From an optimization exercise on the open Yosys and OpenROAD flow, aimed at small area, a short achievable clock period and few clock cycles per item; shortcuts taken in it are not production practice.

==> module sm3RoundCtrl, before the edit <==
module sm3RoundCtrl (
	input  logic       clk,
	input  logic       enable,
	input  logic       start,
	output logic       accept,
	output logic       high,
	output logic       lastRound,
	output logic       lowLast,
	output logic       busy,
	output logic       done
);
	logic [5:0] roundCnt;
	assign accept    = start & ~busy;
	assign lastRound = busy & (roundCnt == 6'd63);
	assign lowLast   = roundCnt == 6'd15;
	always_ff @(posedge clk) begin
		if (accept) begin
			high <= 1'b0;
		end else if (lowLast) begin
			high <= 1'b1;
		end
	end
	always_ff @(posedge clk or posedge enable) begin
		if (enable) begin
			busy     <= 1'b0;
			done     <= 1'b0;
			roundCnt <= '0;
		end else begin
			done <= lastRound;
			if (accept) begin
				busy     <= 1'b1;
				roundCnt <= '0;
			end else if (busy) begin
				roundCnt <= roundCnt + 1'b1;
				if (lastRound) begin
					busy <= 1'b0;
				end
			end
		end
	end
endmodule
export LEC_CHECK = 0
export ABC_AREA = 1
export CAP_MARGIN = 20
export CORE_MARGIN = 2
export CORE_UTILIZATION = 40
export PLACE_DENSITY = 0.6
export SETUP_SLACK_MARGIN = 5
export SLEW_MARGIN = 20
create_clock -name core_clock -period 10.0 [get_ports {clk}]
standard.sh (not shown) runs the stock make flow with config.mk's settings and CLKGATE_MAP_FILE= SYNTH_SCRIPT=/design/flow/synth_recipe.tcl, a recipe that flattens the netlist after the stock synthesis.
==> flow/flow/run.sh <==
#!/bin/bash
set -e
export BUFFER_PORTS_ARGS="-buffer_cell sky130_fd_sc_hd__buf_1"
bash standard.sh > standard.log 2>&1
Then changed:
--- a/flow/design.v
+++ b/flow/design.v
@@ -63,20 +63,14 @@
 	output logic       busy,
 	output logic       done
 );
 	logic [5:0] roundCnt;
 	assign accept    = start & ~busy;
 	assign lastRound = busy & (roundCnt == 6'd63);
+	assign high      = roundCnt[5] | roundCnt[4];
 	assign lowLast   = roundCnt == 6'd15;
-	always_ff @(posedge clk) begin
-		if (accept) begin
-			high <= 1'b0;
-		end else if (lowLast) begin
-			high <= 1'b1;
-		end
-	end
 	always_ff @(posedge clk or posedge enable) begin
 		if (enable) begin
 			busy     <= 1'b0;
 			done     <= 1'b0;
 			roundCnt <= '0;
 		end else begin
Setup slack got worse by 160 ps. Die area shrinks by 0.77%. Critical path depth shrinks by 12. Routed wire length shrinks by about 0.9%.
Function was not checked in any run of this note: the RTL went through the layout flow alone.

---

== the previous run ==
The RTL this note starts from:
==> flow/design.v <==
package sm3Pkg;
	typedef logic [31:0] wordT;
	typedef struct packed {
		wordT a;
		wordT b;
		wordT c;
		wordT d;
		wordT e;
		wordT f;
		wordT g;
		wordT h;
	} stateT;
	localparam int numRounds = 64;
	localparam int lowRounds = 16;
	localparam wordT tLow  = 32'h79cc4519;
	localparam wordT tHigh = 32'h7a879d8a;
	function automatic wordT rotl(input wordT x, input int n);
		rotl = (x << n) | (x >> (32 - n));
	endfunction
	function automatic wordT p0(input wordT x);
		p0 = x ^ rotl(x, 9) ^ rotl(x, 17);
	endfunction
	function automatic wordT p1(input wordT x);
		p1 = x ^ rotl(x, 15) ^ rotl(x, 23);
	endfunction
	function automatic wordT add2(input wordT x, input wordT y);
		logic [31:0] p;
		logic [31:0] g;
		logic [31:0] gp;
		logic [31:0] pp;
		int          k;
		p  = x ^ y;
		g  = x & y;
		gp = g;
		pp = p;
		for (int l = 0; l < 5; l++) begin
			for (int j = 0; j < 32; j++) begin
				if (((j >> l) & 1) == 1) begin
					k = ((j >> (l + 1)) << (l + 1)) + (1 << l) - 1;
					gp[j] = gp[j] | (pp[j] & gp[k]);
					pp[j] = pp[j] & pp[k];
				end
			end
		end
		add2 = p ^ {gp[30:0], 1'b0};
	endfunction
	function automatic wordT add2x(input wordT x, input wordT y, input wordT v);
		logic [31:0] p;
		logic [31:0] g;
		logic [31:0] gp;
		logic [31:0] pp;
		int          k;
		p  = x ^ y;
		g  = x & y;
		gp = g;
		pp = p;
		for (int l = 0; l < 5; l++) begin
			for (int j = 0; j < 32; j++) begin
				if (((j >> l) & 1) == 1) begin
					k = ((j >> (l + 1)) << (l + 1)) + (1 << l) - 1;
					gp[j] = gp[j] | (pp[j] & gp[k]);
					pp[j] = pp[j] & pp[k];
				end
			end
		end
		add2x = (p ^ v) ^ {gp[30:0], 1'b0};
	endfunction
	function automatic wordT add3(input wordT x, input wordT y, input wordT z, input wordT zc);
		wordT s;
		wordT c;
		s = x ^ y ^ z;
		c = (x & y) | (x & zc) | (y & zc);
		add3 = add2(s, {c[30:0], 1'b0});
	endfunction
endpackage
module sm3RoundCtrl (
	input  logic       clk,
	input  logic       enable,
	input  logic       start,
	output logic       accept,
	output logic       high,
	output logic       lastRound,
	output logic       lowLast,
	output logic       busy,
	output logic       done
);
	logic [5:0] roundCnt;
	assign accept    = start & ~busy;
	assign lastRound = busy & (roundCnt == 6'd63);
	assign lowLast   = roundCnt == 6'd15;
	always_ff @(posedge clk) begin
		if (accept) begin
			high <= 1'b0;
		end else if (lowLast) begin
			high <= 1'b1;
		end
	end
	always_ff @(posedge clk or posedge enable) begin
		if (enable) begin
			busy     <= 1'b0;
			done     <= 1'b0;
			roundCnt <= '0;
		end else begin
			done <= lastRound;
			if (accept) begin
				busy     <= 1'b1;
				roundCnt <= '0;
			end else if (busy) begin
				roundCnt <= roundCnt + 1'b1;
				if (lastRound) begin
					busy <= 1'b0;
				end
			end
		end
	end
endmodule
module sm3MsgExpand (
	input  logic          clk,
	input  logic          accept,
	input  logic [511:0]  block,
	output sm3Pkg::wordT  wNext,
	output sm3Pkg::wordT  wNextPrime
);
	logic [511:0] window;
	sm3Pkg::wordT mix;
	sm3Pkg::wordT nextWord;
	always_comb begin
		mix      = window[511:480] ^ window[287:256] ^ sm3Pkg::rotl(window[95:64], 15);
		nextWord = sm3Pkg::p1(mix) ^ sm3Pkg::rotl(window[415:384], 7) ^ window[191:160];
	end
	always_ff @(posedge clk) begin
		if (accept) begin
			window <= block;
		end else begin
			window <= {window[479:0], nextWord};
		end
	end
	assign wNext      = window[479:448];
	assign wNextPrime = window[479:448] ^ window[351:320];
endmodule
module sm3RoundState (
	input  logic              clk,
	input  logic              enable,
	input  logic              accept,
	input  logic              high,
	input  logic              lastRound,
	input  logic              lowLast,
	input  sm3Pkg::stateT     chainIn,
	input  logic [511:0]      block,
	input  sm3Pkg::wordT      wNext,
	input  sm3Pkg::wordT      wNextPrime,
	output sm3Pkg::stateT     chainOut
);
	sm3Pkg::stateT st;
	sm3Pkg::stateT savedChain;
	sm3Pkg::stateT nextSt;
	sm3Pkg::stateT finalSt;
	sm3Pkg::wordT tj;
	sm3Pkg::wordT tjCarry;
	sm3Pkg::wordT a12;
	sm3Pkg::wordT ss1;
	sm3Pkg::wordT ss2;
	sm3Pkg::wordT ffv;
	sm3Pkg::wordT ggv;
	sm3Pkg::wordT x1;
	sm3Pkg::wordT x2;
	sm3Pkg::wordT tt1;
	sm3Pkg::wordT tt2;
	sm3Pkg::wordT dIn;
	sm3Pkg::wordT dW;
	sm3Pkg::wordT hIn;
	sm3Pkg::wordT hW;
	always_comb begin
		a12 = sm3Pkg::rotl(st.a, 12);
		ss1 = sm3Pkg::rotl(sm3Pkg::add3(a12, st.e, tj, tjCarry), 7);
		ss2 = ss1 ^ a12;
		if (high) begin
			ffv = (st.a & st.b) | (st.a & st.c) | (st.b & st.c);
			ggv = (st.e & st.f) | (~st.e & st.g);
		end else begin
			ffv = st.a ^ st.b ^ st.c;
			ggv = st.e ^ st.f ^ st.g;
		end
		x1  = sm3Pkg::add2(ffv, st.d);
		x2  = sm3Pkg::add2(ggv, st.h);
		tt1 = sm3Pkg::add2(x1, ss2);
		tt2 = sm3Pkg::add2(x2, ss1);
	end
	always_comb begin
		if (accept) begin
			dIn = chainIn.d;
			dW  = block[511:480] ^ block[383:352];
			hIn = chainIn.h;
			hW  = block[511:480];
		end else begin
			dIn = st.c;
			dW  = wNextPrime;
			hIn = st.g;
			hW  = wNext;
		end
	end
	always_comb begin
		nextSt.a = tt1;
		nextSt.b = st.a;
		nextSt.c = sm3Pkg::rotl(st.b, 9);
		nextSt.d = sm3Pkg::add2(dIn, dW);
		nextSt.e = sm3Pkg::p0(tt2);
		nextSt.f = st.e;
		nextSt.g = sm3Pkg::rotl(st.f, 19);
		nextSt.h = sm3Pkg::add2(hIn, hW);
	end
	always_comb begin
		finalSt   = nextSt ^ savedChain;
		finalSt.a = sm3Pkg::add2x(x1, ss2, savedChain.a);
		finalSt.d = st.c ^ savedChain.d;
		finalSt.e = (tt2 ^ sm3Pkg::rotl(tt2, 9)) ^ (sm3Pkg::rotl(tt2, 17) ^ savedChain.e);
		finalSt.h = st.g ^ savedChain.h;
	end
	always_ff @(posedge clk) begin
		if (accept) begin
			st.a <= chainIn.a;
			st.b <= chainIn.b;
			st.c <= chainIn.c;
			st.e <= chainIn.e;
			st.f <= chainIn.f;
			st.g <= chainIn.g;
			tj   <= sm3Pkg::tLow;
			tjCarry <= sm3Pkg::tLow;
		end else begin
			st.a <= nextSt.a;
			st.b <= nextSt.b;
			st.c <= nextSt.c;
			st.e <= nextSt.e;
			st.f <= nextSt.f;
			st.g <= nextSt.g;
			if (lowLast) begin
				tj <= sm3Pkg::rotl(sm3Pkg::tHigh, 16);
				tjCarry <= sm3Pkg::rotl(sm3Pkg::tHigh, 16);
			end else begin
				tj <= sm3Pkg::rotl(tj, 1);
				tjCarry <= sm3Pkg::rotl(tjCarry, 1);
			end
		end
		st.d <= nextSt.d;
		st.h <= nextSt.h;
	end
	always_ff @(posedge clk) begin
		if (accept) begin
			savedChain <= chainIn;
		end
	end
	always_ff @(posedge clk or posedge enable) begin
		if (enable) begin
			chainOut <= '0;
		end else if (lastRound) begin
			chainOut <= finalSt;
		end
	end
endmodule
module sm3Compress (
	input  logic          clk,
	input  logic          enable,
	input  logic          start,
	input  logic [255:0]  chainIn,
	input  logic [511:0]  block,
	output logic [255:0]  chainOut,
	output logic          busy,
	output logic          done
);
	logic         accept;
	logic         high;
	logic         lastRound;
	logic         lowLast;
	sm3Pkg::wordT wNext;
	sm3Pkg::wordT wNextPrime;
	sm3RoundCtrl u_ctrl (
		.clk       (clk),
		.enable    (enable),
		.start     (start),
		.accept    (accept),
		.high      (high),
		.lastRound (lastRound),
		.lowLast   (lowLast),
		.busy      (busy),
		.done      (done)
	);
	sm3MsgExpand u_expand (
		.clk        (clk),
		.accept     (accept),
		.block      (block),
		.wNext      (wNext),
		.wNextPrime (wNextPrime)
	);
	sm3RoundState u_round (
		.clk        (clk),
		.enable     (enable),
		.accept     (accept),
		.high       (high),
		.lastRound  (lastRound),
		.lowLast    (lowLast),
		.chainIn    (chainIn),
		.block      (block),
		.wNext      (wNext),
		.wNextPrime (wNextPrime),
		.chainOut   (chainOut)
	);
endmodule
Settings: LEC_CHECK=0, ABC_AREA=1, CAP_MARGIN=20, CORE_MARGIN=2, CORE_UTILIZATION=60, PLACE_DENSITY=0.7, SETUP_SLACK_MARGIN=5, SLEW_MARGIN=20; clock period 10.0 ns.
==> flow/flow/run.sh <==
#!/bin/bash
# The standard layout (standard.sh) with single-strength port buffers and
# a clock tree of clkbuf_8 buffers without dummy balancing loads
set -e
export BUFFER_PORTS_ARGS="-buffer_cell sky130_fd_sc_hd__buf_1"
export CTS_ARGS="-sink_clustering_enable -repair_clock_nets -dont_use_dummy_load -buf_list {sky130_fd_sc_hd__clkbuf_8}"
bash standard.sh > standard.log 2>&1
Setup changes, the previous run to the current run
--- a/flow/design.v
+++ b/flow/design.v
@@ -63,15 +63,15 @@
 				end
 			end
 		end
 		add2x = (p ^ v) ^ {gp[30:0], 1'b0};
 	endfunction
-	function automatic wordT add3(input wordT x, input wordT y, input wordT z, input wordT zc);
+	function automatic wordT add3(input wordT x, input wordT y, input wordT z);
 		wordT s;
 		wordT c;
 		s = x ^ y ^ z;
-		c = (x & y) | (x & zc) | (y & zc);
+		c = (x & y) | (x & z) | (y & z);
 		add3 = add2(s, {c[30:0], 1'b0});
 	endfunction
 endpackage
 module sm3RoundCtrl (
 	input  logic       clk,
@@ -154,11 +154,10 @@
 	sm3Pkg::stateT st;
 	sm3Pkg::stateT savedChain;
 	sm3Pkg::stateT nextSt;
 	sm3Pkg::stateT finalSt;
 	sm3Pkg::wordT tj;
-	sm3Pkg::wordT tjCarry;
 	sm3Pkg::wordT a12;
 	sm3Pkg::wordT ss1;
 	sm3Pkg::wordT ss2;
 	sm3Pkg::wordT ffv;
 	sm3Pkg::wordT ggv;
@@ -168,20 +167,23 @@
 	sm3Pkg::wordT tt2;
 	sm3Pkg::wordT dIn;
 	sm3Pkg::wordT dW;
 	sm3Pkg::wordT hIn;
 	sm3Pkg::wordT hW;
+	logic         first;
+	sm3Pkg::wordT eCur;
+	assign eCur = st.e ^ ({32{~first}} & (sm3Pkg::rotl(st.e, 9) ^ sm3Pkg::rotl(st.e, 17)));
 	always_comb begin
 		a12 = sm3Pkg::rotl(st.a, 12);
-		ss1 = sm3Pkg::rotl(sm3Pkg::add3(a12, st.e, tj, tjCarry), 7);
+		ss1 = sm3Pkg::rotl(sm3Pkg::add3(a12, eCur, tj), 7);
 		ss2 = ss1 ^ a12;
 		if (high) begin
 			ffv = (st.a & st.b) | (st.a & st.c) | (st.b & st.c);
-			ggv = (st.e & st.f) | (~st.e & st.g);
+			ggv = (eCur & st.f) | (~eCur & st.g);
 		end else begin
 			ffv = st.a ^ st.b ^ st.c;
-			ggv = st.e ^ st.f ^ st.g;
+			ggv = eCur ^ st.f ^ st.g;
 		end
 		x1  = sm3Pkg::add2(ffv, st.d);
 		x2  = sm3Pkg::add2(ggv, st.h);
 		tt1 = sm3Pkg::add2(x1, ss2);
 		tt2 = sm3Pkg::add2(x2, ss1);
@@ -202,12 +204,12 @@
 	always_comb begin
 		nextSt.a = tt1;
 		nextSt.b = st.a;
 		nextSt.c = sm3Pkg::rotl(st.b, 9);
 		nextSt.d = sm3Pkg::add2(dIn, dW);
-		nextSt.e = sm3Pkg::p0(tt2);
-		nextSt.f = st.e;
+		nextSt.e = tt2;
+		nextSt.f = eCur;
 		nextSt.g = sm3Pkg::rotl(st.f, 19);
 		nextSt.h = sm3Pkg::add2(hIn, hW);
 	end
 	always_comb begin
 		finalSt   = nextSt ^ savedChain;
@@ -223,30 +225,30 @@
 			st.c <= chainIn.c;
 			st.e <= chainIn.e;
 			st.f <= chainIn.f;
 			st.g <= chainIn.g;
 			tj   <= sm3Pkg::tLow;
-			tjCarry <= sm3Pkg::tLow;
 		end else begin
 			st.a <= nextSt.a;
 			st.b <= nextSt.b;
 			st.c <= nextSt.c;
 			st.e <= nextSt.e;
 			st.f <= nextSt.f;
 			st.g <= nextSt.g;
 			if (lowLast) begin
 				tj <= sm3Pkg::rotl(sm3Pkg::tHigh, 16);
-				tjCarry <= sm3Pkg::rotl(sm3Pkg::tHigh, 16);
 			end else begin
 				tj <= sm3Pkg::rotl(tj, 1);
-				tjCarry <= sm3Pkg::rotl(tjCarry, 1);
 			end
 		end
 		st.d <= nextSt.d;
 		st.h <= nextSt.h;
 	end
 	always_ff @(posedge clk) begin
+		first <= accept;
+	end
+	always_ff @(posedge clk) begin
 		if (accept) begin
 			savedChain <= chainIn;
 		end
 	end
 	always_ff @(posedge clk or posedge enable) begin
--- outcome ---
Per the final summary, the current run finished and its layout is clean on timing, DRC and antenna. Summary of the current run over the previous run: design area higher; proportion of cell area occupied by multi-input gates up 0.96 points; total routing resource utilization after global routing decreased 0.15 points; total number of clock tree sinks has decreased; total count of hold-check failures in the final report neither gained nor lost much. Delta (the current run minus the previous run): worst hold slack after final layout climbed 0.051 ns; area enclosed by the die boundary lower; clock skew shows a reduction of 0.035 ns. Measured against the current run, the fmax of the previous run comes out at 1.08 times the reference value. Looking at critical path launch point, the u_round.st[253] result is from the previous run; the u_round.first one comes from the current run. Post-synthesis cell area: the current run vs the previous run down about 1.5%. Delta (the current run minus the previous run): worst path arrival time went up, setup slack went down.
No functional check of the RTL was part of any run of this note.

==> afterwards: timing with drivers on the ports <==
The results above use ideal ports. As a check the final layouts listed here were re-extracted and re-timed, cells and wires unchanged. Step 1: set_driving_cell puts a clkbuf_16 on clk and a buf_2 on each other input, an assumption about the parent block. Step 2 times the ports against the registers' clock, not the clock port: input delays grow and output delays shrink by t, the midpoint of the rising clock arrivals with the driver on. Slacks: no drivers / after step 1 / after step 2; pairs: no drivers / after step 1.
run | t, ns | slack for setup (ns) | slew at the worst register clock pin (ns) | cell pins on the clock port's net
the first run of note 1 | 0.878 | 4.801 / 4.801 / 4.314 | 0.06 / 0.06 | 1
the second run of note 1 | 0.881 | 4.636 / 4.636 / 4.341 | 0.07 / 0.07 | 1
the previous run | 0.962 | 4.841 / 4.841 / 4.200 | 0.07 / 0.07 | 1
the current run | 0.964 | 4.407 / 4.407 / 4.262 | 0.07 / 0.07 | 1
After both steps every run listed still meets setup and hold. The setup slack of the previous run, which loses most, moves by 0.000 ns with the drivers and by -0.641 ns with both steps.
